Source: an optimization exercise on an open RTL-to-GDS flow (aim: small area, a short achievable clock period and few clock cycles per item). Production flows keep margins and buffers that such runs may drop. Only simulation tests tie the RTL to the original design; equivalence was not proved.

==> flow/design.v, too long to show whole: its modules and the start of the top module <==
// module fp_unpack: 13 lines
// module fp_mul: 599 lines
// module fp_mul_round: 14 lines
// module fp_add: 37 lines
// module int_to_float: 24 lines
// module log2_tables: 64 lines
// module log2_cmul5: 40 lines
// module log2_seq: 219 lines
// module log2_top: 23 lines
module log2_top #(
  parameter int taylor_terms = 9
) (
  input  logic             clk,
  input  logic             arst_n,
  input  log2_pkg::float_t x,
  input  logic             start,
  output log2_pkg::float_t result,
  output logic             busy,
  output logic             done
);
  // ...
==> flow/run.sh <==
#!/bin/bash
# synth_recipe.tcl (not shown) runs the flow's synth.tcl, then flattens the netlist and writes it again
# the make line also repeats each setting of config.mk as NAME=value (left out here)
make -C /OpenROAD-flow-scripts/flow DESIGN_CONFIG=/design/flow/config.mk WORK_HOME=/design/flow/orfs CLKGATE_MAP_FILE= SYNTH_SCRIPT=/design/flow/synth_recipe.tcl finish
==> flow/config.mk <==
export PLATFORM = sky130hd
export DESIGN_NAME = log2_top
export DESIGN_NICKNAME = log2_top
export VERILOG_FILES = /design/flow/design.v
export SDC_FILE = /design/flow/constraint.sdc
export NUM_CORES = 4
export LEC_CHECK = 0
export ABC_AREA = 1
export CAP_MARGIN = 20
export CORE_MARGIN = 2
export CORE_UTILIZATION = 40
export SLEW_MARGIN = 20
==> flow/constraint.sdc <==
create_clock -name core_clock -period 18.5 [get_ports {clk}]
set_input_delay 3.7000 -clock core_clock [delete_from_list [all_inputs] [get_ports {clk}]]
set_output_delay 3.7000 -clock core_clock [all_outputs]
set_load 0.01 [all_outputs]
==> flow_metrics.env, run 1 <==
export IMPL_tns_ns=0
export IMPL_crit_path_frequent_cell="nand2_1"
export IMPL_cts_resized_gates=0
export IMPL_cts_tree="built"
export IMPL_synth_compound_area_share_pct=18.3
export IMPL_syn_nets=6305
export IMPL_clk_pin_slew_ns=0.08
export IMPL_vias=39621
export IMPL_synthCells=5844
export IMPL_syn_area_um2=35100
export IMPL_grt_overflow_total=0
export IMPL_drt_total_wl_um=153000
export IMPL_synth_area_top_cells="nand2_1 (17%), fa_1 (13%), inv_1 (9.2%)"
export IMPL_critPathBufInv=12
export IMPL_num_rows=108
export IMPL_fp_dieW_um=300
export IMPL_io_buffers=68
export IMPL_io_pin_count=69
export IMPL_num_tap_cells=1155
export IMPL_holdCritStartpoint="u_seq.busy"
export IMPL_hold_buffers=0
export IMPL_start_kind="register"
export IMPL_globalRoute_busiestLayer="met2"
export IMPL_holdWs_ns=0.601
export IMPL_synth_sequential_area_ratio_pct=6.71
export IMPL_wl_met2_um=68800
export IMPL_viasPerCell=5.74
export IMPL_grt_max_degree=62
export IMPL_outcome="complete, no violations"
export IMPL_synth_mux_area_share_pct=0.0857
export IMPL_firstDrtPassIters=10
export IMPL_antenna_found_initial=0
export IMPL_fmax_mhz=60.2
export IMPL_met3_usage_pct=3.97
export IMPL_ys_ff_latch=80
export IMPL_final_common_cell="nand2_1"
export IMPL_finalMaxSlewViolations=0
Testbench counts, summed over its fixed seeds: cycles 29,800, items 2,560.
==> module fp_add, before the edit <==
module fp_add (
  input  log2_pkg::float_t a,      
  input  logic [25:0]      r,      
  input  logic [4:0]       d,      
  input  logic             sub,    
  output log2_pkg::float_t y
);
  logic        rnd;
  log2_pkg::sig_t sig_l, mant;
  logic [59:0] wide;
  logic [26:0] small_al;
  logic [27:0] sum;
  logic [24:0] mr;
  logic [7:0]  ez;
  always_comb begin
    sig_l    = {1'b1, a[22:0]};
    wide     = {1'b0, r, 3'b000, 30'b0} >> d;
    small_al = {wide[56:31], |wide[30:0]};   
    if (sub)
      sum = {1'b0, sig_l, 3'b000} - {1'b0, small_al};
    else
      sum = {1'b0, sig_l, 3'b000} + {1'b0, small_al};
    ez = a[30:23];
    if (sum[27]) begin   
      sum = {1'b0, sum[27:2], sum[1] | sum[0]};
      ez  = ez + 8'd1;
    end else if (!sum[26]) begin
      sum = {sum[26:0], 1'b0};
      ez  = ez - 8'd1;
    end
    mant = sum[26:3];
    rnd  = sum[2] & ((|sum[1:0]) | mant[0]);
    mr   = {1'b0, mant} + {24'b0, rnd};
    if (mr[24]) ez = ez + 8'd1;
    y = {a[31], ez, mr[24] ? mr[23:1] : mr[22:0]};
  end
endmodule
==> module log2_seq, before the edit <==
module log2_seq #(
  parameter int taylor_terms = 9
) (
  input  logic             clk,
  input  logic             arst_n,
  input  log2_pkg::float_t x,
  input  logic             start,
  output log2_pkg::float_t result,
  output logic             busy,
  output logic             done
);
  logic [log2_pkg::n_st-1:0] st;   
  logic [2:0]           cnt;    
  log2_pkg::float_t     acc;
  logic [18:0]          tb;     
  logic [7:0]           texp;   
  logic                 tz;     
  logic signed [8:0]    e;      
  log2_pkg::tab_idx_t   k;
  assign result = acc;
  logic s_den, s_red, s_hor, s_ln, s_sc;
  assign s_den = st[log2_pkg::st_den];
  assign s_red = st[log2_pkg::st_red];
  assign s_hor = st[log2_pkg::st_hor];
  assign s_ln  = st[log2_pkg::st_ln];
  assign s_sc  = st[log2_pkg::st_sc];
  logic [23:0]      recip_sig_x, recip_sig_n, rs_unused;
  logic [28:0]      recip_k, rk_unused_x, rk_unused_n;
  log2_pkg::float_t ln_val, ln_unused_x, ln_unused_n;
  logic [28:0]      cm5;
  logic [23:0]      ny;
  logic [4:0]       nlz;
  log2_tables u_tab_x (   
    .idx       (x[22:19]),
    .recip_sig (recip_sig_x),
    .recip_k   (rk_unused_x),
    .ln_val    (ln_unused_x)
  );
  log2_tables u_tab_n (   
    .idx       (ny[22:19]),
    .recip_sig (recip_sig_n),
    .recip_k   (rk_unused_n),
    .ln_val    (ln_unused_n)
  );
  log2_tables u_tab_k (
    .idx       (k),
    .recip_sig (rs_unused),
    .recip_k   (recip_k),
    .ln_val    (ln_val)
  );
  log2_cmul5 u_cm5 (
    .lo (acc[4:0]),
    .y  (cm5)
  );
  logic [23:0] mul_a;
  logic [52:0] mul_x, mul_p;
  always_comb begin
    mul_a = s_sc ? (log2_pkg::fp_inv_ln2[23:0] | 24'h800000) : {1'b1, acc[22:0]};
    mul_x = s_red ? {recip_k, 24'b0} : s_sc ? {24'b0, cm5} : '0;
  end
  fp_mul u_mul (
    .a (mul_a),
    .b (tb),
    .x (mul_x),
    .p (mul_p)
  );
  logic [25:0] pr;
  logic        p_zero;
  logic [9:0]  p_ebase;    
  fp_mul_round u_rnd (
    .prod (mul_p[47:0]),
    .r    (pr)
  );
  always_comb begin
    p_zero  = s_sc ? (acc[30:23] == 8'd0) : tz;
    p_ebase = s_sc ? {2'b0, acc[30:23]} : {2'b0, acc[30:23]} + {2'b0, texp} - 10'd127;
  end
  log2_pkg::float_t p;
  logic [23:0]      p_sig;
  logic [9:0]       p_exp;
  always_comb begin
    if (pr[25]) begin
      p_sig = 24'h800000;
      p_exp = p_ebase + 10'd2;
    end else if (pr[24]) begin
      p_sig = pr[24:1];
      p_exp = p_ebase + 10'd1;
    end else begin
      p_sig = pr[23:0];
      p_exp = p_ebase;
    end
    p = p_zero ? 32'h0 : {acc[31], p_exp[7:0], p_sig[22:0]};
  end
  logic [25:0] rr;
  logic [18:0] t_n;
  fp_mul_round u_rnd_r (
    .prod (mul_p[52:5]),
    .r    (rr)
  );
  assign t_n = rr[24] ? rr[19:1] : rr[18:0];
  logic [23:0] nv;
  always_comb begin
    if (s_den)      nv = {1'b0, acc[22:0]};
    else if (s_red) nv = {5'b0, t_n};
    else            nv = 24'(25'h100_0000 - {1'b0, p_sig});   
  end
  fp_unpack u_norm (
    .v  (nv),
    .y  (ny),
    .lz (nlz)
  );
  log2_pkg::float_t add_b, add_y, e_f;
  logic [9:0]       add_d;
  logic [4:0]       add_ds;
  int_to_float u_i2f (
    .e (log2_pkg::exp_t'(e)),
    .f (e_f)
  );
  always_comb begin
    if (s_ln)      add_b = ln_val;
    else if (s_sc) add_b = e_f;
    else           add_b = log2_pkg::taylor_coef[32*cnt +: 32];
    add_d  = {2'b0, add_b[30:23]} - (p_zero ? 10'd0 : p_ebase);
    add_ds = (add_d > 10'd31) ? 5'd31 : add_d[4:0];
  end
  fp_add u_add (
    .a   (add_b),
    .r   (p_zero ? 26'b0 : pr),
    .d   (add_ds),
    .sub (add_b[31] ^ acc[31]),
    .y   (add_y)
  );
  logic       x_nan, x_zero, x_inf, x_spec, x_pow2, x_den;
  log2_pkg::float_t x_spec_val;
  always_comb begin
    x_nan  = (x[30:23] == 8'hff) && (x[22:0] != '0);
    x_zero = (x[30:0] == '0);
    x_inf  = (x[30:23] == 8'hff);
    x_spec = x_nan || x_zero || x[31] || x_inf;
    x_pow2 = (x[22:0] == '0);     
    x_den  = (x[30:23] == 8'd0);  
    if (x_nan)       x_spec_val = log2_pkg::fp_qnan;
    else if (x_zero) x_spec_val = log2_pkg::fp_neg_inf;
    else if (x[31])  x_spec_val = log2_pkg::fp_qnan;
    else             x_spec_val = log2_pkg::fp_pos_inf;
  end
  logic accept;
  assign accept = start && !busy;
  always_ff @(posedge clk or negedge arst_n) begin
    if (!arst_n) begin
      st   <= '0;
      cnt  <= '0;
      busy <= 1'b0;
      done <= 1'b0;
    end else begin
      done <= 1'b0;
      st   <= '0;
      if (accept) begin
        if (x_spec) begin
          done <= 1'b1;
        end else begin
          busy <= 1'b1;
          st[log2_pkg::st_sc]  <= x_pow2;
          st[log2_pkg::st_den] <= !x_pow2 && x_den;
          st[log2_pkg::st_red] <= !x_pow2 && !x_den;
        end
      end
      if (s_den) st[log2_pkg::st_red] <= 1'b1;
      if (s_red) begin
        cnt <= 3'(taylor_terms - 2);
        st[log2_pkg::st_hor] <= 1'b1;
      end
      if (s_hor) begin
        cnt <= cnt - 3'd1;
        st[log2_pkg::st_hor] <= (cnt != 3'd0);
        st[log2_pkg::st_ln]  <= (cnt == 3'd0);
      end
      if (s_ln) st[log2_pkg::st_sc] <= 1'b1;
      if (s_sc) begin
        busy <= 1'b0;
        done <= 1'b1;
      end
    end
  end
  always_ff @(posedge clk) begin
    if (accept) begin
      acc  <= x_spec ? x_spec_val : x_pow2 ? 32'h0 :
              x_den ? x : {9'h07f, recip_sig_x[22:0]};
      tb   <= x[18:0];
      k    <= x[22:19];
      e    <= {1'b0, x[30:23]} - 9'd127;
    end
    if (s_den) begin
      acc <= {9'h07f, recip_sig_n[22:0]};
      tb  <= ny[18:0];
      k   <= ny[22:19];
      e   <= 9'd386 - {4'b0, nlz};   
    end
    if (s_red) begin
      acc  <= log2_pkg::taylor_coef[32*(taylor_terms-1) +: 32];
      tb   <= ny[23:5];
      texp <= 8'd127 - {3'b0, nlz};
      tz   <= (t_n == '0);
    end
    if (s_hor) acc <= add_y;
    if (s_ln) begin
      acc <= (k == '0) ? p : add_y;
      tb  <= (k == '0) ? {1'b1, p[22:5]} : {1'b1, add_y[22:5]};
    end
    if (s_sc) begin
      if (e == '0)
        acc <= p;
      else if (e == -9'sd1 && !p_zero && p_exp[7:0] == 8'd126)
        acc <= {1'b1, 8'(8'd126 - {3'b0, nlz}), ny[22:0]};   
      else
        acc <= add_y;
    end
  end
endmodule
==> run 2: changes to the inputs <==
--- a/flow/design.v
+++ b/flow/design.v
@@ -666,21 +666,21 @@
   input  logic             sub,    
   output log2_pkg::float_t y
 );
-  logic        rnd;
+  logic        rnd, stk;
   log2_pkg::sig_t sig_l, mant;
-  logic [59:0] wide;
+  logic [27:0] r4, al, msk;
   logic [26:0] small_al;
   logic [27:0] sum;
   logic [24:0] mr;
   logic [7:0]  ez;
   always_comb begin
     sig_l    = {1'b1, a[22:0]};
-    wide     = {1'b0, r, 3'b000, 30'b0} >> d;
-    small_al = {wide[56:31], |wide[30:0]};   
-    if (sub)
-      sum = {1'b0, sig_l, 3'b000} - {1'b0, small_al};
-    else
-      sum = {1'b0, sig_l, 3'b000} + {1'b0, small_al};
+    r4       = {r, 2'b00};
+    al       = r4 >> d;
+    msk      = ~(28'hfff_ffff << d);      
+    stk      = |(r4 & msk);
+    small_al = {al[25:0], stk};           
+    sum = {1'b0, sig_l, 3'b000} + ({1'b0, small_al} ^ {28{sub}}) + {27'b0, sub};
     ez = a[30:23];
     if (sum[27]) begin   
       sum = {1'b0, sum[27:2], sum[1] | sum[0]};
@@ -853,24 +853,18 @@
   assign s_hor = st[log2_pkg::st_hor];
   assign s_ln  = st[log2_pkg::st_ln];
   assign s_sc  = st[log2_pkg::st_sc];
-  logic [23:0]      recip_sig_x, recip_sig_n, rs_unused;
-  logic [28:0]      recip_k, rk_unused_x, rk_unused_n;
-  log2_pkg::float_t ln_val, ln_unused_x, ln_unused_n;
+  logic [23:0]      recip_sig_x, rs_unused;
+  logic [28:0]      recip_k, rk_unused_x;
+  log2_pkg::float_t ln_val, ln_unused_x;
   logic [28:0]      cm5;
   logic [23:0]      ny;
   logic [4:0]       nlz;
   log2_tables u_tab_x (   
-    .idx       (x[22:19]),
+    .idx       (s_den ? ny[22:19] : x[22:19]),
     .recip_sig (recip_sig_x),
     .recip_k   (rk_unused_x),
     .ln_val    (ln_unused_x)
   );
-  log2_tables u_tab_n (   
-    .idx       (ny[22:19]),
-    .recip_sig (recip_sig_n),
-    .recip_k   (rk_unused_n),
-    .ln_val    (ln_unused_n)
-  );
   log2_tables u_tab_k (
     .idx       (k),
     .recip_sig (rs_unused),
@@ -1020,7 +1014,7 @@
       e    <= {1'b0, x[30:23]} - 9'd127;
     end
     if (s_den) begin
-      acc <= {9'h07f, recip_sig_n[22:0]};
+      acc <= {9'h07f, recip_sig_x[22:0]};
       tb  <= ny[18:0];
       k   <= ny[22:19];
       e   <= 9'd386 - {4'b0, nlz};   
--- a/flow/config.mk
+++ b/flow/config.mk
@@ -9,4 +9,5 @@
 export CAP_MARGIN = 20
 export CORE_MARGIN = 2
 export CORE_UTILIZATION = 40
+export SETUP_SLACK_MARGIN = 4
 export SLEW_MARGIN = 20
==> run 2 against run 1 <==
- via count down 3.0%
- design area down 1.2%
- flip-flop and latch count unchanged
- critical endpoint is now u_seq.tb[17]
- sequential share of layout area up 0.079 points
- clock-buffer cell count up 1
- wire length down 0.42%
==> flow_metrics.env, run 2 <==
export IMPL_skew_ns=0.0107
export IMPL_firstDrtPassIters=9
export IMPL_period_needed_ns=13.97
export IMPL_hpwl_um=119000
export IMPL_crit_path_frequent_cell="inv_1"
export IMPL_fin_crit_sh_pct=75.5
export IMPL_clk_pin_slew_ns=0.07
export IMPL_cpPeakStageDelay_ns=0.70
export IMPL_critPathMaxFanout=18
export IMPL_globalRoute_busiestLayer="met2"
export IMPL_critPathKind="reg -> reg"
export IMPL_track_usage_pct=34.0
export IMPL_drive_gt1_share_pct=8.15
export IMPL_fp_dieW_um=292
export IMPL_fmax_mhz=71.6
export IMPL_hold_viol=0
export IMPL_critPathCaptureType="register"
export IMPL_drc=0
export IMPL_critical_path_required_ns=18.65
export IMPL_rsz0062_at_grt="true"
export IMPL_finalMaxSlewViolations=0
export IMPL_stdcell_count=6558
export IMPL_netlist_cell_type_count=76
export IMPL_path_delay_family="simple AND/OR/NAND/NOR gates"
export IMPL_cp_arrival_ns=14.12
export IMPL_synth_sequential_area_ratio_pct=7.08
export IMPL_core_area_um2=82100
export IMPL_num_rows=105
export IMPL_synth_top_area_share_pct=16.2
export IMPL_first_global_vias=35661
export IMPL_largest_register_ffs=32
export IMPL_start_kind="register"
export IMPL_postRouteAntennaNets=0
export IMPL_met3_usage_pct=4.22
export IMPL_min_path_type="reg -> reg"
export IMPL_root_buffer="clkbuf_16"
export IMPL_reg_top3="u_seq.acc (32), u_seq.tb (19), u_seq.e (9)"
export IMPL_synth_main_ff_cell="edfxtp_1"
export IMPL_multi_input_area_um2=27000
export IMPL_async_reset_ff_share_pct=12.5
export IMPL_cp_slowest_cell="fa_2"
export IMPL_yosysTopAreaCell="nand2_1"
export IMPL_io_buffers=68
export IMPL_syn2layout_area_growth_pct=9.64
export IMPL_clock_latency_ns=0.36
export IMPL_synth_commonest_cells="nand2_1 (1,430), inv_1 (842), nor2_1 (475), nand3_1 (362), xor2_1 (311)"
export IMPL_dp_slack_ns=3.10
export IMPL_gp_congestion=1.02
export IMPL_synth_edf_count=70
export IMPL_cts_sinks=80
export IMPL_worst_slew_pin_slew_ns=1.08
export IMPL_cts_tree="built"
export IMPL_synthCells=5473
export IMPL_grtUsageMet2_pct=56.1
export IMPL_maxCapViolations=0
export IMPL_design_die_area_um2=85400
export IMPL_htreeDepth=3
export IMPL_syn_avg_cell_area_um2=6.07
export IMPL_viasPerCell=5.86
export IMPL_setup_slack_ns=4.53
export IMPL_grt_pass1_wl_um=221000
export IMPL_vias=38439
export IMPL_top_register="u_seq.acc"
export IMPL_yosys_warnings=5
export IMPL_outcome="complete, no violations"
export IMPL_setup_viol_count_final=0
export IMPL_cts_made_buffers=9
export IMPL_synth_area_top_cells="nand2_1 (16%), fa_1 (14%), inv_1 (9.5%)"
export IMPL_n_fill_cell=8904
export IMPL_critPathBufInv=11
export IMPL_seq_area_um2=2360
export IMPL_cts_buffer_depth=2
export IMPL_ys_ff_latch=80
export IMPL_syn_nets=5904
export IMPL_tns_ns=0
export IMPL_syn_area_um2=33200
export IMPL_use_met1_pct=42.6
export IMPL_drt_total_wl_um=152000
export IMPL_fp_dieH_um=292
export IMPL_finish_net_count=5913
export IMPL_grt_max_degree=54
export IMPL_hold_buffers=0
export IMPL_synth_most_common_cell="nand2_1"
export IMPL_dp_cells=6458
export IMPL_start_util_pct=40.5
export IMPL_layout_common_cells="nand2_1 (1,422), inv_1 (831), nor2_1 (446)"
export IMPL_final_common_cell="nand2_1"
export IMPL_grt_overflow_total=0
export IMPL_maxSlewHeadroom_pct=27.9
export IMPL_avgRoutedWirePerCell_um=23.2
export IMPL_antenna_found_initial=2
export IMPL_drtIter0Drc=4246
export IMPL_io_pin_count=69
run 2: cell types whose count changed after synthesis, sizes merged, moves of 17 or more:
| cell | delta |
|---|---|
| a21oi | -75 |
| buf | -17 |
| ha | -29 |
| inv | -41 |
| nand2 | -110 |
| nand3 | -56 |
| nor2 | -24 |
| o211ai | -24 |
| o21ai | -40 |
| o221ai | +17 |
| xor2 | +23 |
run 2: what timing repair did:
item	in CTS	in global routing
buffers inserted	19	53
cloned	3	8
pin swaps	2	15
gates resized for setup	55	121
endpoints found under the setup margin	49	51
run 2: per-stage QoR:
step / util, % / area (um^2) / hold WS [ns]
floorplan: - / 33200 / 0.515
detailed placement: 42.4 / 34800 / 0.541
global placement: 42.4 / 34800 / 0.538
CTS: 43.2 / 35500 / 0.554
finish: 44.4 / 36400 / 0.549
global route: 44.4 / 36400 / 0.608
run 2: layer usage:
| metal | wire length [um] | vias up |
|---|---|---|
| met3 | 13700 | 551 |
| met5 | 0 | - |
| met1 | 57900 | 17876 |
| met4 | 11700 | 0 |
| met2 | 68700 | 2252 |
| li1 | - | 17760 |
run 2: cells by family (layout without fill, tap and decap cells):
logic type	count (synthesis)	after routing	share of synthesized area [%]
other	0	1	0
muxes	11	11	0.331
and+or+nand+nor	2533	2538	32.5
adders and majority gates	396	396	20.0
DFF	80	80	7.08
buffers and inverters	1125	1134	13.2
AOI/OAI and AO/OA	980	980	17.7
xor gates and xnor gates	348	348	9.20
run 2: area by class of cell:
class	instances	share of cell area, %
Tap cell	1070	3.67
Clock inverter	6	0.161
Sequential cell	80	6.47
Timing Repair Buffer	220	5.44
Antenna cell	1	0.00687
Timing Repair inverter	3	0.0549
Clock buffer	10	0.628
Inverter	895	9.45
Multi-Input combinational cell	4273	74.1
run 2: worst paths after layout:
kind / from / end / slack [ns] / cells after the start
min: u_seq.busy / u_seq.busy / 0.55 / 2
min in group asynchronous: arst_n / u_seq.done / 3.78 / 1
max reg2reg: u_seq.st[4] / u_seq.tb[17] / 4.53 / 67
max: u_seq.st[4] / u_seq.tb[17] / 4.53 / 67
min reg2reg: u_seq.busy / u_seq.busy / 0.55 / 2
max in group asynchronous: arst_n / u_seq.st[4] / 14.16 / 1
run 2: worst register-to-register path, delay by kind of cell, from the launching register on:
kind	cells	cell delay (ns)
adder cells (fa/ha/maj)	11	4.41
flip-flops	1	0.59
XOR/XNOR	2	0.33
AO/OA/AOI/OAI	12	2.39
buffers and inverters	11	1.15
AND/OR/NAND/NOR	31	4.88
Testbench counts of run 2, summed over its fixed seeds: cycles 29,800, items 2,560.
==> run 3: changes to the inputs <==
--- a/flow/config.mk
+++ b/flow/config.mk
@@ -9,5 +9,4 @@
 export CAP_MARGIN = 20
 export CORE_MARGIN = 2
 export CORE_UTILIZATION = 40
-export SETUP_SLACK_MARGIN = 4
 export SLEW_MARGIN = 20
==> run 3 against run 2 <==
- still clean
- synthesized area stayed put
- register-to-register slack lost 1.8 ns
- wire length is 2.2% lower
- clock-buffer cell count unchanged
- synthesized cell count is the same
- via count shrank 2.0%
- flip-flop and latch count did not move
- fmax is 12% lower
- global-route usage is 0.25 points lower
- core utilization shrank 1.6 points
- worst hold slack improved by 0.0024 ns
- largest cell class unchanged
==> flow_metrics.env, run 3 <==
export IMPL_outcome="complete, no violations"
export IMPL_top_register="u_seq.acc"
export IMPL_syn_avg_cell_area_um2=6.07
export IMPL_yosysTopAreaCell="nand2_1"
export IMPL_grt_pass1_wl_um=220000
export IMPL_maxCapViolations=0
export IMPL_drt_total_wl_um=149000
export IMPL_r2r_start="u_seq.st[4]"
export IMPL_min_path_type="reg -> reg"
export IMPL_synthCells=5473
export IMPL_syn2layout_area_growth_pct=5.79
export IMPL_fp_dieH_um=292
export IMPL_synth_most_common_cell="nand2_1"
export IMPL_multi_input_area_um2=26500
export IMPL_drtIter0Drc=4151
export IMPL_antenna_found_initial=1
export IMPL_drive_gt1_share_pct=4.92
export IMPL_largest_register_ffs=32
export IMPL_syn_nets=5904
export IMPL_diodes=0
export IMPL_fp_dieW_um=292
export IMPL_cp_arrival_ns=15.89
export IMPL_cts_tree="built"
export IMPL_root_buffer="clkbuf_16"
export IMPL_final_common_cell="nand2_1"
export IMPL_io_pin_count=69
export IMPL_postRouteAntennaNets=0
export IMPL_synth_top_area_share_pct=16.2
export IMPL_cp_slowest_cell="clkinv_1"
export IMPL_fin_crit_sh_pct=85.3
export IMPL_vias=37665
export IMPL_num_rows=105
export IMPL_holdCritStartpoint="u_seq.busy"
export IMPL_cts_sinks=80
export IMPL_period_needed_ns=15.79
export IMPL_post_cts_buffers=0
export IMPL_seq_area_um2=2350
export IMPL_cpPeakStageDelay_ns=0.80
export IMPL_start_util_pct=40.5
export IMPL_dpl_cell_area_um2=34800
export IMPL_use_met1_pct=42.0
export IMPL_grt_overflow_total=0
export IMPL_fmax_mhz=63.3
export IMPL_finalMaxSlewViolations=0
export IMPL_drc=0
export IMPL_async_reset_ff_share_pct=12.5
export IMPL_n_fill_cell=9004
export IMPL_design_area_um2=35200
export IMPL_hpwl_um=119000
export IMPL_cts_made_buffers=9
export IMPL_syn_area_um2=33200
export IMPL_ys_ff_latch=80
export IMPL_grtUsageMet2_pct=56.0
export IMPL_crit_path_frequent_cell="inv_1"
export IMPL_layout_common_cells="nand2_1 (1,430), inv_1 (841), nor2_1 (473)"
export IMPL_critPathCaptureType="register"
export IMPL_critical_path_required_ns=18.60
export IMPL_clock_latency_ns=0.36
export IMPL_avgRoutedWirePerCell_um=22.9
export IMPL_maxSlewHeadroom_pct=21.1
export IMPL_htreeDepth=3
export IMPL_gp_congestion=1.02
export IMPL_netlist_cell_type_count=76
export IMPL_synth_edf_count=70
export IMPL_start_kind="register"
export IMPL_globalRoute_busiestLayer="met2"
export IMPL_synth_main_ff_cell="edfxtp_1"
export IMPL_reg_top3="u_seq.acc (32), u_seq.tb (19), u_seq.e (9)"
export IMPL_design_die_area_um2=85400
export IMPL_synth_commonest_cells="nand2_1 (1,430), inv_1 (842), nor2_1 (475), nand3_1 (362), xor2_1 (311)"
export IMPL_critPathMaxFanout=28
export IMPL_critPathKind="reg -> reg"
export IMPL_cts_resized_gates=0
export IMPL_setup_viol_count_final=0
export IMPL_timing_critical_path_from="u_seq.st[4]"
export IMPL_firstDrtPassIters=6
export IMPL_grt_max_degree=54
export IMPL_hold_buffers=0
export IMPL_finish_net_count=5832
export IMPL_tns_ns=0
export IMPL_yosys_warnings=5
export IMPL_core_area_um2=82100
export IMPL_met3_usage_pct=4.46
export IMPL_rsz0062_at_grt="false"
export IMPL_io_buffers=68
export IMPL_viasPerCell=5.82
export IMPL_worst_slew_pin_slew_ns=1.18
export IMPL_hold_viol=0
export IMPL_synth_area_top_cells="nand2_1 (16%), fa_1 (14%), inv_1 (9.5%)"
export IMPL_track_usage_pct=33.7
export IMPL_clk_pin_slew_ns=0.07
export IMPL_first_global_vias=35481
export IMPL_skew_ns=0.0111
export IMPL_cts_buffer_depth=2
export IMPL_synth_sequential_area_ratio_pct=7.08
-- run 3: cell counts after synthesis --
No cell type changed its count.
-- run 3: worst max-delay path, delay by kind of cell, from the launching register on --
family / cells / cell delay (ns)
AO/OA/AOI/OAI: 15 / 3.51
flip-flops: 1 / 0.64
adder cells (fa/ha/maj): 11 / 4.40
XOR/XNOR: 3 / 0.72
buffers and inverters: 11 / 1.63
AND/OR/NAND/NOR: 26 / 4.56
-- run 3: cells by family after synthesis --
logic type	share of synthesized area, %
compound gates	17.7
xor+xnor	9.20
fa+ha+maj	20.0
buf+inv	13.2
flops	7.08
mux	0.331
simple gates	32.5
-- run 3: area by class of cell --
class | count | share of cell area (%)
multi-input combinational | 4268 | 75.4
clock buffer | 10 | 0.651
inverter | 895 | 9.57
timing repair buffer | 147 | 3.68
tap | 1070 | 3.81
clock inverter | 6 | 0.167
sequential | 80 | 6.70
-- run 3: worst paths after layout --
path | end | slack, ns | depth (start not counted)
worst min register to register | u_seq.busy | 0.55 | 2
worst max register to register | u_seq.tb[17] | 2.71 | 66
worst min-delay path | u_seq.busy | 0.55 | 2
max in group asynchronous | u_seq.st[4] | 14.20 | 1
min in group asynchronous | u_seq.done | 3.78 | 1
worst max-delay path | u_seq.tb[17] | 2.71 | 66
-- run 3: routing by layer --
layer | share of wire [%] | vias to the layer above | routed length, um
met5 | 0.0074 | - | 11
met4 | 7.0 | 2 | 10500
met3 | 7.9 | 461 | 11800
met2 | 46 | 1994 | 68200
met1 | 39 | 17630 | 58200
li1 | - | 17578 | -
-- run 3: through the flow --
stage	std cells	util, %	worst slack [ns]	hold slack, ns
4_1_cts	6474	42.8	3.04	0.554
3_3_place_gp	6458	42.4	3.13	0.538
2_1_floorplan	5473	-	6.12	0.515
6_report	6476	42.8	2.71	0.552
3_5_place_dp	6458	42.4	3.10	0.541
5_1_grt	6476	42.8	1.74	0.608
==> run 4: changes to the inputs <==
--- a/flow/design.v
+++ b/flow/design.v
@@ -923,7 +923,7 @@
   assign t_n = rr[24] ? rr[19:1] : rr[18:0];
   logic [23:0] nv;
   always_comb begin
-    if (s_den)      nv = {1'b0, acc[22:0]};
+    if (s_den)      nv = {1'b0, k, tb};
     else if (s_red) nv = {5'b0, t_n};
     else            nv = 24'(25'h100_0000 - {1'b0, p_sig});   
   end
@@ -976,68 +976,48 @@
       busy <= 1'b0;
       done <= 1'b0;
     end else begin
-      done <= 1'b0;
-      st   <= '0;
-      if (accept) begin
-        if (x_spec) begin
-          done <= 1'b1;
-        end else begin
-          busy <= 1'b1;
-          st[log2_pkg::st_sc]  <= x_pow2;
-          st[log2_pkg::st_den] <= !x_pow2 && x_den;
-          st[log2_pkg::st_red] <= !x_pow2 && !x_den;
-        end
-      end
-      if (s_den) st[log2_pkg::st_red] <= 1'b1;
-      if (s_red) begin
-        cnt <= 3'(taylor_terms - 2);
-        st[log2_pkg::st_hor] <= 1'b1;
-      end
-      if (s_hor) begin
-        cnt <= cnt - 3'd1;
-        st[log2_pkg::st_hor] <= (cnt != 3'd0);
-        st[log2_pkg::st_ln]  <= (cnt == 3'd0);
-      end
-      if (s_ln) st[log2_pkg::st_sc] <= 1'b1;
-      if (s_sc) begin
-        busy <= 1'b0;
-        done <= 1'b1;
-      end
+      st[log2_pkg::st_den] <= accept && !x_spec && !x_pow2 && x_den;
+      st[log2_pkg::st_red] <= (accept && !x_spec && !x_pow2 && !x_den) || s_den;
+      st[log2_pkg::st_hor] <= s_red || (s_hor && cnt != 3'd0);
+      st[log2_pkg::st_ln]  <= s_hor && cnt == 3'd0;
+      st[log2_pkg::st_sc]  <= (accept && !x_spec && x_pow2) || s_ln;
+      if (s_red || s_hor) cnt <= s_red ? 3'(taylor_terms - 2) : cnt - 3'd1;
+      busy <= accept ? !x_spec : busy && !s_sc;
+      done <= (accept && x_spec) || s_sc;
     end
   end
+  logic use_add, use_p, use_near, acc_en;
+  log2_pkg::float_t acc_d, near;
+  logic [18:0] tb_d;
+  always_comb begin
+    near     = {1'b1, 8'(8'd126 - {3'b0, nlz}), ny[22:0]};   
+    use_p    = (s_ln && k == '0) || (s_sc && e == '0);
+    use_near = s_sc && e == -9'sd1 && !p_zero && p_exp[7:0] == 8'd126;
+    use_add  = s_hor || (s_ln && k != '0) || (s_sc && e != '0 && !use_near);
+    acc_en   = accept || s_den || s_red || s_hor || s_ln || s_sc;
+    acc_d    = ({32{accept}} & (x_spec ? x_spec_val :
+                                {1'b0, x_pow2 ? 8'h00 : 8'h7f, recip_sig_x[22:0]}))
+             | ({32{s_den}} & {9'h07f, recip_sig_x[22:0]})
+             | ({32{s_red}} & log2_pkg::taylor_coef[32*(taylor_terms-1) +: 32])
+             | ({32{use_add}} & add_y)
+             | ({32{use_p}} & p)
+             | ({32{use_near}} & near);
+    tb_d     = ({19{accept}} & x[18:0])
+             | ({19{s_den}} & ny[18:0])
+             | ({19{s_red}} & ny[23:5])
+             | ({19{s_ln}} & {1'b1, (k == '0) ? p[22:5] : add_y[22:5]});
+  end
   always_ff @(posedge clk) begin
-    if (accept) begin
-      acc  <= x_spec ? x_spec_val : x_pow2 ? 32'h0 :
-              x_den ? x : {9'h07f, recip_sig_x[22:0]};
-      tb   <= x[18:0];
-      k    <= x[22:19];
-      e    <= {1'b0, x[30:23]} - 9'd127;
-    end
-    if (s_den) begin
-      acc <= {9'h07f, recip_sig_x[22:0]};
-      tb  <= ny[18:0];
-      k   <= ny[22:19];
-      e   <= 9'd386 - {4'b0, nlz};   
+    if (acc_en) acc <= acc_d;
+    if (accept || s_den || s_red || s_ln) tb <= tb_d;
+    if (accept || s_den) begin
+      k <= s_den ? ny[22:19] : x[22:19];
+      e <= s_den ? 9'd386 - {4'b0, nlz} : {1'b0, x[30:23]} - 9'd127;   
     end
     if (s_red) begin
-      acc  <= log2_pkg::taylor_coef[32*(taylor_terms-1) +: 32];
-      tb   <= ny[23:5];
       texp <= 8'd127 - {3'b0, nlz};
       tz   <= (t_n == '0);
     end
-    if (s_hor) acc <= add_y;
-    if (s_ln) begin
-      acc <= (k == '0) ? p : add_y;
-      tb  <= (k == '0) ? {1'b1, p[22:5]} : {1'b1, add_y[22:5]};
-    end
-    if (s_sc) begin
-      if (e == '0)
-        acc <= p;
-      else if (e == -9'sd1 && !p_zero && p_exp[7:0] == 8'd126)
-        acc <= {1'b1, 8'(8'd126 - {3'b0, nlz}), ny[22:0]};   
-      else
-        acc <= add_y;
-    end
   end
 endmodule
 `timescale 1ns/1ps
==> flow/flow/run.sh (new file) <==
#!/bin/bash
# Standard layout (the standard.sh, all ORFS steps) with one change:
# synthesis maps adders to plain gates instead of extracting full and half
# adder cells (ADDER_MAP_FILE empty), so ABC sees whole arithmetic paths.
set -euo pipefail
bash standard.sh ADDER_MAP_FILE= finish > standard.log 2>&1
==> flow/standard.sh (new file) <==
#!/bin/bash
# synth_recipe.tcl (not shown) runs the flow's synth.tcl, then flattens the netlist and writes it again
# the make line also repeats each setting of config.mk as NAME=value (left out here)
make -C /OpenROAD-flow-scripts/flow DESIGN_CONFIG=/design/flow/config.mk WORK_HOME=/design/flow/orfs CLKGATE_MAP_FILE= SYNTH_SCRIPT=/design/flow/synth_recipe.tcl "${@:-finish}"
--- a/flow/config.mk
+++ b/flow/config.mk
@@ -9,4 +9,5 @@
 export CAP_MARGIN = 20
 export CORE_MARGIN = 2
 export CORE_UTILIZATION = 40
+export SETUP_SLACK_MARGIN = 5
 export SLEW_MARGIN = 20
removed: flow/run.sh
==> run 4 against run 3 <==
- still clean on timing, DRC and antenna
- die area increased by 14%
- non-clock buffer count fell by 39
- global-route usage decreased by 0.99 points
- synthesized cell count up 35%
- largest cell class unchanged
- highest routed layer unchanged
==> flow_metrics.env, run 4 <==
export IMPL_yosys_area_share_simple_pct=62.5
export IMPL_async_reset_ff_share_pct=12.5
export IMPL_vias=47562
export IMPL_top_register="u_seq.acc"
export IMPL_dpl_cell_area_um2=38700
export IMPL_synth_top_family_by_area="simple AND/OR/NAND/NOR gates"
export IMPL_syn_area_um2=38000
export IMPL_yosys_warnings=5
export IMPL_drtIter0Drc=4956
export IMPL_worst_slew_pin_slew_ns=1.12
export IMPL_tns_ns=0
export IMPL_hold_path_depth=1
export IMPL_design_die_area_um2=97600
export IMPL_synth_edf_count=70
export IMPL_netlist_cell_type_count=100
export IMPL_fmax_mhz=80.2
export IMPL_critical_path_required_ns=18.58
export IMPL_finalMaxSlewViolations=0
export IMPL_drt_total_wl_um=166000
export IMPL_num_rows=113
export IMPL_synth_most_common_cell="nand2_1"
export IMPL_cts_tree="built"
export IMPL_largest_register_ffs=32
export IMPL_min_path_type="reg -> reg"
export IMPL_synthCells=7376
export IMPL_clk_pin_slew_ns=0.08
export IMPL_synth_fa_ha_area_share_pct=0.0263
export IMPL_skew_ns=0.0160
export IMPL_period_needed_ns=12.46
export IMPL_synth_sequential_area_ratio_pct=6.18
export IMPL_htreeDepth=3
export IMPL_core_area_um2=94600
export IMPL_postRouteAntennaNets=0
export IMPL_critPathKind="reg -> reg"
export IMPL_start_util_pct=40.2
export IMPL_viasPerCell=5.58
export IMPL_grt_max_degree=45
export IMPL_cts_made_buffers=9
export IMPL_synth_commonest_cells="nand2_1 (3,172), nand3_1 (986), inv_1 (667), nor2_1 (423), xor2_1 (195)"
export IMPL_syn_nets=7411
export IMPL_r2r_start="u_seq.k[0]"
export IMPL_drc=0
export IMPL_synth_xor_area_share_pct=5.59
export IMPL_drive_gt1_share_pct=10.3
export IMPL_synth_main_ff_cell="edfxtp_1"
export IMPL_track_usage_pct=32.8
export IMPL_finish_net_count=7281
export IMPL_hpwl_um=135000
export IMPL_cts_resized_gates=0
export IMPL_min_to="u_seq.cnt[0]"
export IMPL_dp_cells=8500
export IMPL_post_cts_buffers=0
export IMPL_r2r_setup_slack_ns=6.04
export IMPL_r2r_end="u_seq.acc[13]"
export IMPL_rsz0062_at_grt="false"
export IMPL_gp_congestion=1.07
export IMPL_utilization_pct=41.2
export IMPL_synth_area_top_cells="nand2_1 (31%), nand3_1 (13%), inv_1 (6.6%)"
export IMPL_first_global_vias=42354
export IMPL_root_buffer="clkbuf_16"
export IMPL_grt_overflow_total=0
export IMPL_worstRegToRegCells=62
export IMPL_fp_dieW_um=312
export IMPL_start_kind="register"
export IMPL_synth_mux_area_share_pct=0
export IMPL_firstDrtPassIters=7
export IMPL_synth_top_area_share_pct=31.3
export IMPL_cp_slowest_cell="edfxtp_1"
export IMPL_outcome="complete, no violations"
export IMPL_synth_compound_area_share_pct=11.9
export IMPL_hold_buffers=0
export IMPL_cts_buffer_depth=2
export IMPL_io_pin_count=69
export IMPL_avgRoutedWirePerCell_um=19.5
export IMPL_maxSlewHeadroom_pct=25.4
export IMPL_grt_pass1_wl_um=250000
export IMPL_io_buffers=68
export IMPL_design_area_um2=39000
export IMPL_crit_path_frequent_cell="nand2_1"
export IMPL_setup_viol_count_final=0
export IMPL_reg_top3="u_seq.acc (32), u_seq.tb (19), u_seq.e (9)"
export IMPL_stdcell_count=8517
export IMPL_cp_arrival_ns=12.54
export IMPL_syn2layout_area_growth_pct=2.55
export IMPL_holdCritStartpoint="u_seq.st[2]"
export IMPL_hold_viol=0
export IMPL_final_common_cell="nand2_1"
export IMPL_layout_common_cells="nand2_1 (3,166), nand3_1 (986), inv_1 (667)"
export IMPL_critPathMaxFanout=35
export IMPL_fp_dieH_um=312
export IMPL_clock_latency_ns=0.38
export IMPL_antenna_found_initial=5
export IMPL_fin_crit_sh_pct=67.4
export IMPL_maxCapViolations=0
export IMPL_cpPeakStageDelay_ns=0.84
export IMPL_critPathCaptureType="register"
export IMPL_ys_ff_latch=80
export IMPL_cts_sinks=80
export IMPL_yosysTopAreaCell="nand2_1"
export IMPL_syn_avg_cell_area_um2=5.16
## run 4: cell types whose count changed after synthesis, sizes merged, moves of 57 or more
cell	change
fa	-227
buf	+102
o22ai	-124
ha	-169
xor2	-105
nand2	+1924
nand3	+688
clkbuf	-83
a21oi	-57
## run 4: critical path, delay by kind of cell (launching register included)
| family | cells | cell delay (ns) |
|---|---|---|
| buf+inv | 10 | 1.86 |
| flops | 1 | 0.84 |
| simple gates | 50 | 8.26 |
| compound gates | 1 | 0.73 |
| xor+xnor | 1 | 0.38 |
## run 4: final cells by class
type	instances	area (um^2)
sequential	80	2350
clock inverter	7	52.6
tap	1265	1580
multi-input combinational	6197	30500
timing repair buffer	108	981
clock buffer	9	225
antenna	1	2.50
inverter	850	3310
fill	10720	55600
## run 4: logic make-up after synthesis
family,count (synthesis)
fa+ha+maj,1
flops,80
xor+xnor,231
simple gates,5241
compound gates,724
buf+inv,1099
## run 4: stage by stage
step           hold WS [ns]  setup WS (ns)
2_1_floorplan         0.504          10.41
3_3_place_gp          0.532           5.87
3_5_place_dp          0.539           5.65
4_1_cts               0.547           5.60
5_1_grt               0.612           5.02
6_report              0.547           6.04
## run 4: how the worst max path moves through the flow
stage,cells past startpoint,slack (ns),end,startpoint
floorplan,88,10.41,u_seq.tb[1],u_seq.st[4]
detailed placement,75,5.65,u_seq.acc[8],u_seq.tb[7]
global placement,75,5.87,u_seq.acc[8],u_seq.tb[7]
global route,70,5.02,u_seq.acc[0],u_seq.k[0]
CTS,75,5.60,u_seq.acc[0],u_seq.tb[7]
finish,62,6.04,u_seq.acc[13],u_seq.k[0]
## run 4: per-layer routing
layer  track usage (%)  vias up  wire length, um
li1                  -    23451                -
met1              40.3    21468            65900
met2              53.8     2171            74100
met3              4.10      468            12900
met4              21.5        4            13000
met5                 0        -               24
Testbench counts of run 4, summed over its fixed seeds: cycles 29,800, items 2,560.
==> run 5: changes to the inputs <==
==> flow/run.sh (new file) <==
#!/bin/bash
# synth_recipe.tcl (not shown) runs the flow's synth.tcl, then flattens the netlist and writes it again
# the make line also repeats each setting of config.mk as NAME=value (left out here)
make -C /OpenROAD-flow-scripts/flow DESIGN_CONFIG=/design/flow/config.mk WORK_HOME=/design/flow/orfs CLKGATE_MAP_FILE= SYNTH_SCRIPT=/design/flow/synth_recipe.tcl finish
removed: flow/flow/run.sh
removed: flow/standard.sh
==> run 5 against run 4 <==
- still clean
- non-clock buffer count is 125 higher
- register-to-register slack lost 0.69 ns
- global-route usage grew 2.2 points
==> flow_metrics.env, run 5 <==
export IMPL_outcome="complete, no violations"
export IMPL_antenna_found_initial=2
export IMPL_final_common_cell="nand2_1"
export IMPL_maxSlewHeadroom_pct=31.2
export IMPL_grt_pass1_wl_um=219000
export IMPL_fin_crit_sh_pct=71.1
export IMPL_finish_net_count=5613
export IMPL_setup_viol_count_final=0
export IMPL_min_to="u_seq.st[2]"
export IMPL_design_die_area_um2=83100
export IMPL_yosys_warnings=5
export IMPL_cpPeakStageDelay_ns=0.62
export IMPL_rsz0062_at_grt="true"
export IMPL_fp_dieH_um=288
export IMPL_core_area_um2=80300
export IMPL_grt_max_degree=38
export IMPL_num_rows=104
export IMPL_hold_buffers=0
export IMPL_start_util_pct=40.3
export IMPL_gp_congestion=1.05
export IMPL_cts_tree="built"
export IMPL_cts_sinks=80
export IMPL_n_fill_cell=8607
export IMPL_synth_commonest_cells="nand2_1 (1,246), inv_1 (759), nor2_1 (397), nand3_1 (389), xor2_1 (302)"
export IMPL_hold_viol=0
export IMPL_vias=37297
export IMPL_cts_made_buffers=9
export IMPL_clock_latency_ns=0.38
export IMPL_min_path_type="reg -> reg"
export IMPL_cp_slowest_cell="o211ai_1"
export IMPL_cp_arrival_ns=13.27
export IMPL_hpwl_um=118000
export IMPL_syn_avg_cell_area_um2=6.29
export IMPL_first_global_vias=34645
export IMPL_grt_overflow_total=0
export IMPL_ys_ff_latch=80
export IMPL_largest_register_ffs=32
export IMPL_synth_most_common_cell="nand2_1"
export IMPL_clk_pin_slew_ns=0.07
export IMPL_synth_main_ff_cell="edfxtp_1"
export IMPL_drc=0
export IMPL_syn2layout_area_growth_pct=13.1
export IMPL_finalMaxSlewViolations=0
export IMPL_root_buffer="clkbuf_16"
export IMPL_io_buffers=68
export IMPL_avgRoutedWirePerCell_um=24.5
export IMPL_viasPerCell=5.97
export IMPL_htreeDepth=3
export IMPL_worst_slew_pin_slew_ns=1.02
export IMPL_tns_ns=0
export IMPL_holdCritStartpoint="u_seq.st[2]"
export IMPL_cts_buffer_depth=2
export IMPL_async_reset_ff_share_pct=12.5
export IMPL_period_needed_ns=13.16
export IMPL_reg_top3="u_seq.acc (32), u_seq.tb (19), u_seq.e (9)"
export IMPL_multi_input_area_um2=27100
export IMPL_dp_cells=6110
export IMPL_stdcell_count=6247
export IMPL_critPathCaptureType="register"
export IMPL_dp_slack_ns=2.83
export IMPL_r2r_start="u_seq.k[0]"
export IMPL_skew_ns=0.0169
export IMPL_synth_edf_count=70
export IMPL_top_register="u_seq.acc"
export IMPL_r2r_setup_slack_ns=5.34
export IMPL_drive_gt1_share_pct=12.7
export IMPL_maxCapViolations=0
export IMPL_critPathMaxFanout=12
export IMPL_fmax_mhz=76.0
export IMPL_start_kind="register"
export IMPL_crit_path_frequent_cell="nand2_1"
export IMPL_syn_nets=5569
export IMPL_io_pin_count=69
export IMPL_hold_path_depth=2
export IMPL_setup_slack_ns=5.34
export IMPL_synthCells=5137
export IMPL_netlist_cell_type_count=85
export IMPL_layout_common_cells="nand2_1 (1,212), inv_1 (745), nand3_1 (385)"
export IMPL_yosysTopAreaCell="nand2_1"
export IMPL_r2r_end="u_seq.acc[4]"
export IMPL_firstDrtPassIters=6
export IMPL_postRouteAntennaNets=0
export IMPL_synth_sequential_area_ratio_pct=7.28
export IMPL_critical_path_required_ns=18.62
export IMPL_track_usage_pct=35.0
export IMPL_seq_area_um2=2350
export IMPL_drt_total_wl_um=153000
export IMPL_synth_area_top_cells="nand2_1 (14%), fa_1 (14%), inv_1 (8.8%)"
export IMPL_syn_area_um2=32300
export IMPL_drtIter0Drc=4563
export IMPL_worstRegToRegCells=63
export IMPL_fp_dieW_um=288
export IMPL_synth_top_area_share_pct=14.5
export IMPL_critPathKind="reg -> reg"
-- run 5: worst max-delay path, delay by kind of cell, from the launching register on --
family / cells / cell delay (ns)
and+or+nand+nor: 34 / 5.12
DFF: 1 / 0.60
adders and majority gates: 8 / 3.28
xor gates and xnor gates: 2 / 0.39
AOI/OAI and AO/OA: 12 / 2.61
buffers and inverters: 6 / 0.66
muxes: 1 / 0.21
-- run 5: what timing repair did --
item                       CTS  global route
setup endpoints to repair   54            55
cloned                       4            19
pin swaps                   10            49
setup buffers               29            67
gates resized for setup    144           211
-- run 5: cell type report --
class,instances,share of cell area (%)
Antenna cell,1,0.00684
Clock buffer,9,0.616
Clock inverter,7,0.291
Inverter,826,8.73
Multi-Input combinational cell,4030,74.2
Sequential cell,80,6.44
Tap cell,1060,3.63
Timing Repair Buffer,233,6.13
Timing Repair inverter,1,0.0137
-- run 5: worst max-delay path by stage --
stage / slack, ns / end / from
5_1_grt: 4.91 / u_seq.acc[18] / u_seq.tb[11]
3_5_place_dp: 2.83 / u_seq.acc[2] / u_seq.acc[2]
6_report: 5.34 / u_seq.acc[4] / u_seq.k[0]
2_1_floorplan: 6.38 / u_seq.acc[4] / u_seq.st[4]
4_1_cts: 5.01 / u_seq.acc[18] / u_seq.tb[1]
3_3_place_gp: 2.82 / u_seq.acc[2] / u_seq.tb[1]
-- run 5: routing by layer --
| layer | vias up | part of all wire (%) | global-route usage (%) |
|---|---|---|---|
| li1 | 16863 | - | - |
| met1 | 17629 | 38 | 43.2 |
| met2 | 2242 | 45 | 56.4 |
| met3 | 561 | 10 | 6.48 |
| met4 | 2 | 7.9 | 22.1 |
| met5 | - | 0.0085 | 0 |
-- run 5: kinds of logic (layout without fill, tap and decap cells) --
family	after synthesis	in the layout	synth area share, %
buffers and inverters	1039	1076	12.8
and+or+nand+nor	2365	2376	32.8
adders and majority gates	397	397	20.6
other	0	1	0
DFF	80	80	7.28
AOI/OAI and AO/OA	906	907	17.0
xor gates and xnor gates	345	345	9.42
muxes	5	5	0.155
-- run 5: through the flow --
step                      utilization (%)  hold WS [ns]  cell area (um^2)
after floorplan                         -         0.489             32300
after global placement               42.0         0.533             33800
after detailed placement             42.0         0.541             33800
after CTS                            43.5         0.557             34900
after global routing                 45.5         0.590             36600
final                                45.5         0.558             36600
==> run 6: changes to the inputs <==
--- a/flow/config.mk
+++ b/flow/config.mk
@@ -8,6 +8,6 @@
 export ABC_AREA = 1
 export CAP_MARGIN = 20
 export CORE_MARGIN = 2
-export CORE_UTILIZATION = 40
+export CORE_UTILIZATION = 60
 export SETUP_SLACK_MARGIN = 5
 export SLEW_MARGIN = 20
==> run 6 against run 5 <==
- sequential share of layout area grew 0.24 points
- fmax shrank 2.4%
- clock skew grew 0.0016 ns
- highest routed layer unchanged
==> flow_metrics.env, run 6 <==
export IMPL_largest_register_ffs=32
export IMPL_antenna_found_initial=5
export IMPL_io_pin_count=69
export IMPL_multi_input_area_um2=26600
export IMPL_synth_compound_area_share_pct=17.0
export IMPL_synth_fa_ha_area_share_pct=20.6
export IMPL_cts_tree="built"
export IMPL_setup_viol_count_final=0
export IMPL_io_buffers=68
export IMPL_ys_ff_latch=80
export IMPL_synthCells=5137
export IMPL_firstDrtPassIters=17
export IMPL_tns_ns=0
export IMPL_cts_buffer_depth=2
export IMPL_synth_area_top_cells="nand2_1 (14%), fa_1 (14%), inv_1 (8.8%)"
export IMPL_syn2layout_area_growth_pct=9.08
export IMPL_vias=38398
export IMPL_synth_top_area_share_pct=14.5
export IMPL_maxCapViolations=0
export IMPL_synth_top_family_by_area="simple AND/OR/NAND/NOR gates"
export IMPL_period_needed_ns=13.48
export IMPL_holdCritStartpoint="u_seq.st[2]"
export IMPL_use_met1_pct=57.2
export IMPL_worst_slew_pin_slew_ns=1.20
export IMPL_rsz0062_at_grt="true"
export IMPL_drtIter0Drc=6099
export IMPL_hold_path_depth=1
export IMPL_synth_commonest_cells="nand2_1 (1,246), inv_1 (759), nor2_1 (397), nand3_1 (389), xor2_1 (302)"
export IMPL_outcome="complete, no violations"
export IMPL_r2r_setup_slack_ns=5.02
export IMPL_gp_congestion=1.14
export IMPL_yosysTopAreaCell="nand2_1"
export IMPL_critPathKind="reg -> reg"
export IMPL_min_path_type="reg -> reg"
export IMPL_final_common_cell="nand2_1"
export IMPL_synth_edf_count=70
export IMPL_grt_overflow_total=0
export IMPL_cts_made_buffers=9
export IMPL_fp_dieW_um=236
export IMPL_worstRegToRegCells=62
export IMPL_cp_arrival_ns=13.56
export IMPL_dp_cells=5755
export IMPL_clk_pin_slew_ns=0.08
export IMPL_drt_total_wl_um=146000
export IMPL_drc=0
export IMPL_start_kind="register"
export IMPL_cp_slowest_cell="o31ai_1"
export IMPL_n_fill_cell=5028
export IMPL_r2r_end="u_seq.tb[10]"
export IMPL_hold_viol=0
export IMPL_skew_ns=0.0186
export IMPL_first_global_vias=35802
export IMPL_hpwl_um=110000
export IMPL_critical_path_required_ns=18.58
export IMPL_avgRoutedWirePerCell_um=25.0
export IMPL_globalRoute_busiestLayer="met2"
export IMPL_viasPerCell=6.57
export IMPL_synth_main_ff_cell="edfxtp_1"
export IMPL_critPathMaxFanout=13
export IMPL_design_die_area_um2=55700
export IMPL_maxSlewHeadroom_pct=19.6
export IMPL_num_rows=85
export IMPL_core_area_um2=53500
export IMPL_track_usage_pct=50.0
export IMPL_drive_gt1_share_pct=10.8
export IMPL_yosys_warnings=5
export IMPL_seq_area_um2=2350
export IMPL_postRouteAntennaNets=0
export IMPL_cts_sinks=80
export IMPL_stdcell_count=5842
export IMPL_syn_area_um2=32300
export IMPL_finish_net_count=5572
export IMPL_met3_usage_pct=17.1
export IMPL_clock_latency_ns=0.38
export IMPL_grtUsageMet2_pct=76.0
export IMPL_design_area_um2=35300
export IMPL_dpl_cell_area_um2=33400
export IMPL_r2r_start="u_seq.tb[5]"
export IMPL_synth_xor_area_share_pct=9.42
export IMPL_start_util_pct=60.4
export IMPL_fin_crit_sh_pct=72.9
export IMPL_root_buffer="clkbuf_16"
export IMPL_layout_common_cells="nand2_1 (1,231), inv_1 (746), nand3_1 (383)"
export IMPL_yosys_area_share_simple_pct=32.8
export IMPL_reg_top3="u_seq.acc (32), u_seq.tb (19), u_seq.e (9)"
export IMPL_syn_avg_cell_area_um2=6.29
export IMPL_cpPeakStageDelay_ns=0.64
export IMPL_finalMaxSlewViolations=0
export IMPL_synth_mux_area_share_pct=0.155
export IMPL_fp_dieH_um=236
export IMPL_top_register="u_seq.acc"
export IMPL_critPathCaptureType="register"
export IMPL_fmax_mhz=74.2
export IMPL_grt_pass1_wl_um=213000
export IMPL_min_to="u_seq.cnt[0]"
export IMPL_syn_nets=5569
export IMPL_netlist_cell_type_count=85
export IMPL_htreeDepth=3
export IMPL_grt_max_degree=38
export IMPL_synth_most_common_cell="nand2_1"
export IMPL_synth_sequential_area_ratio_pct=7.28
export IMPL_async_reset_ff_share_pct=12.5
-- run 6: critical path, delay by kind of cell (launching register included) --
kind                       cells  cell delay, ns
AOI/OAI and AO/OA             10            2.49
xor gates and xnor gates       2            0.35
adders and majority gates     10            4.06
buffers and inverters         10            1.46
DFF                            1            0.53
muxes                          1            0.20
and+or+nand+nor               29            4.10
-- run 6: per-stage QoR --
stage	util, %	hold WS, ns	setup slack, ns
global placement	62.3	0.523	3.60
CTS	63.6	0.540	4.98
floorplan	-	0.489	6.38
global route	65.9	0.585	4.74
finish	65.9	0.539	5.02
detailed placement	62.4	0.531	3.86
-- run 6: final cells by class --
cell class	instances	area share, %
multi-input combinational	4025	75.5
inverter	826	9.04
sequential	80	6.68
timing repair buffer	196	5.42
tap	696	2.47
clock buffer	9	0.639
clock inverter	7	0.217
timing repair inverter	2	0.0284
antenna	1	0.00710
-- run 6: cell families after synthesis --
kind of cell / Yosys count
multiplexers: 5
AND/OR/NAND/NOR: 2365
buffers and inverters: 1039
XOR/XNOR: 345
adder cells (fa/ha/maj): 397
flip-flops: 80
AO/OA/AOI/OAI: 906
-- run 6: worst max-delay path by stage --
stage	startpoint	to	slack, ns
final	u_seq.tb[5]	u_seq.tb[10]	5.02
after global routing	u_seq.tb[5]	u_seq.tb[1]	4.74
after CTS	u_seq.st[4]	u_seq.tb[3]	4.98
after detailed placement	u_seq.st[1]	u_seq.tb[3]	3.86
after global placement	u_seq.tb[7]	u_seq.tb[3]	3.60
after floorplan	u_seq.st[4]	u_seq.acc[4]	6.38
-- run 6: routing by layer --
layer	up-vias	wire length, um	share of wire, %
met5	-	112	0.077
met4	10	15800	11
met3	1031	21000	14
met2	3186	60900	42
met1	17394	48300	33
li1	16777	-	-
-- run 6: what timing repair did --
action	4_1_cts	5_1_grt
hold buffers	0	0
endpoints found under the hold margin	0	0
gates resized for setup	61	190
setup buffers	11	44
gates cloned	1	13
endpoints found under the setup margin	51	55
pin swaps	2	31

## port drivers added, routing unchanged
The results above use ideal ports. As a check the final layouts listed here were re-extracted and re-timed, cells and wires unchanged. Step 1, drivers: a clkbuf_16 drives clk and a buf_2 each remaining input, both assumed. Step 2 adds t to the input delays and takes it off the output delays; t is the mean of the earliest and latest rising clock arrival at the registers after step 1. Input paths then give back, and output paths get back, about the clock's delay inside the block. Three values: ideal ports, drivers, drivers and shift; two values: the first two.
run	t (ns)	setup slack, ns	hold slack, ns	clock arrival spread, ns
run 1	0.402	1.879 / 1.879 / 1.879	0.601 / 0.601 / 0.601	0.012 / 0.013
run 2	0.411	4.527 / 4.527 / 4.527	0.549 / 0.549 / 0.549	0.011 / 0.010
run 3	0.410	2.711 / 2.711 / 2.711	0.552 / 0.552 / 0.552	0.011 / 0.011
run 4	0.418	6.037 / 6.037 / 6.037	0.547 / 0.547 / 0.547	0.016 / 0.016
run 5	0.416	5.344 / 5.344 / 5.344	0.558 / 0.558 / 0.558	0.017 / 0.017
run 6	0.429	5.017 / 5.017 / 5.017	0.539 / 0.539 / 0.539	0.019 / 0.018
After both steps setup and hold are still met in every run listed.
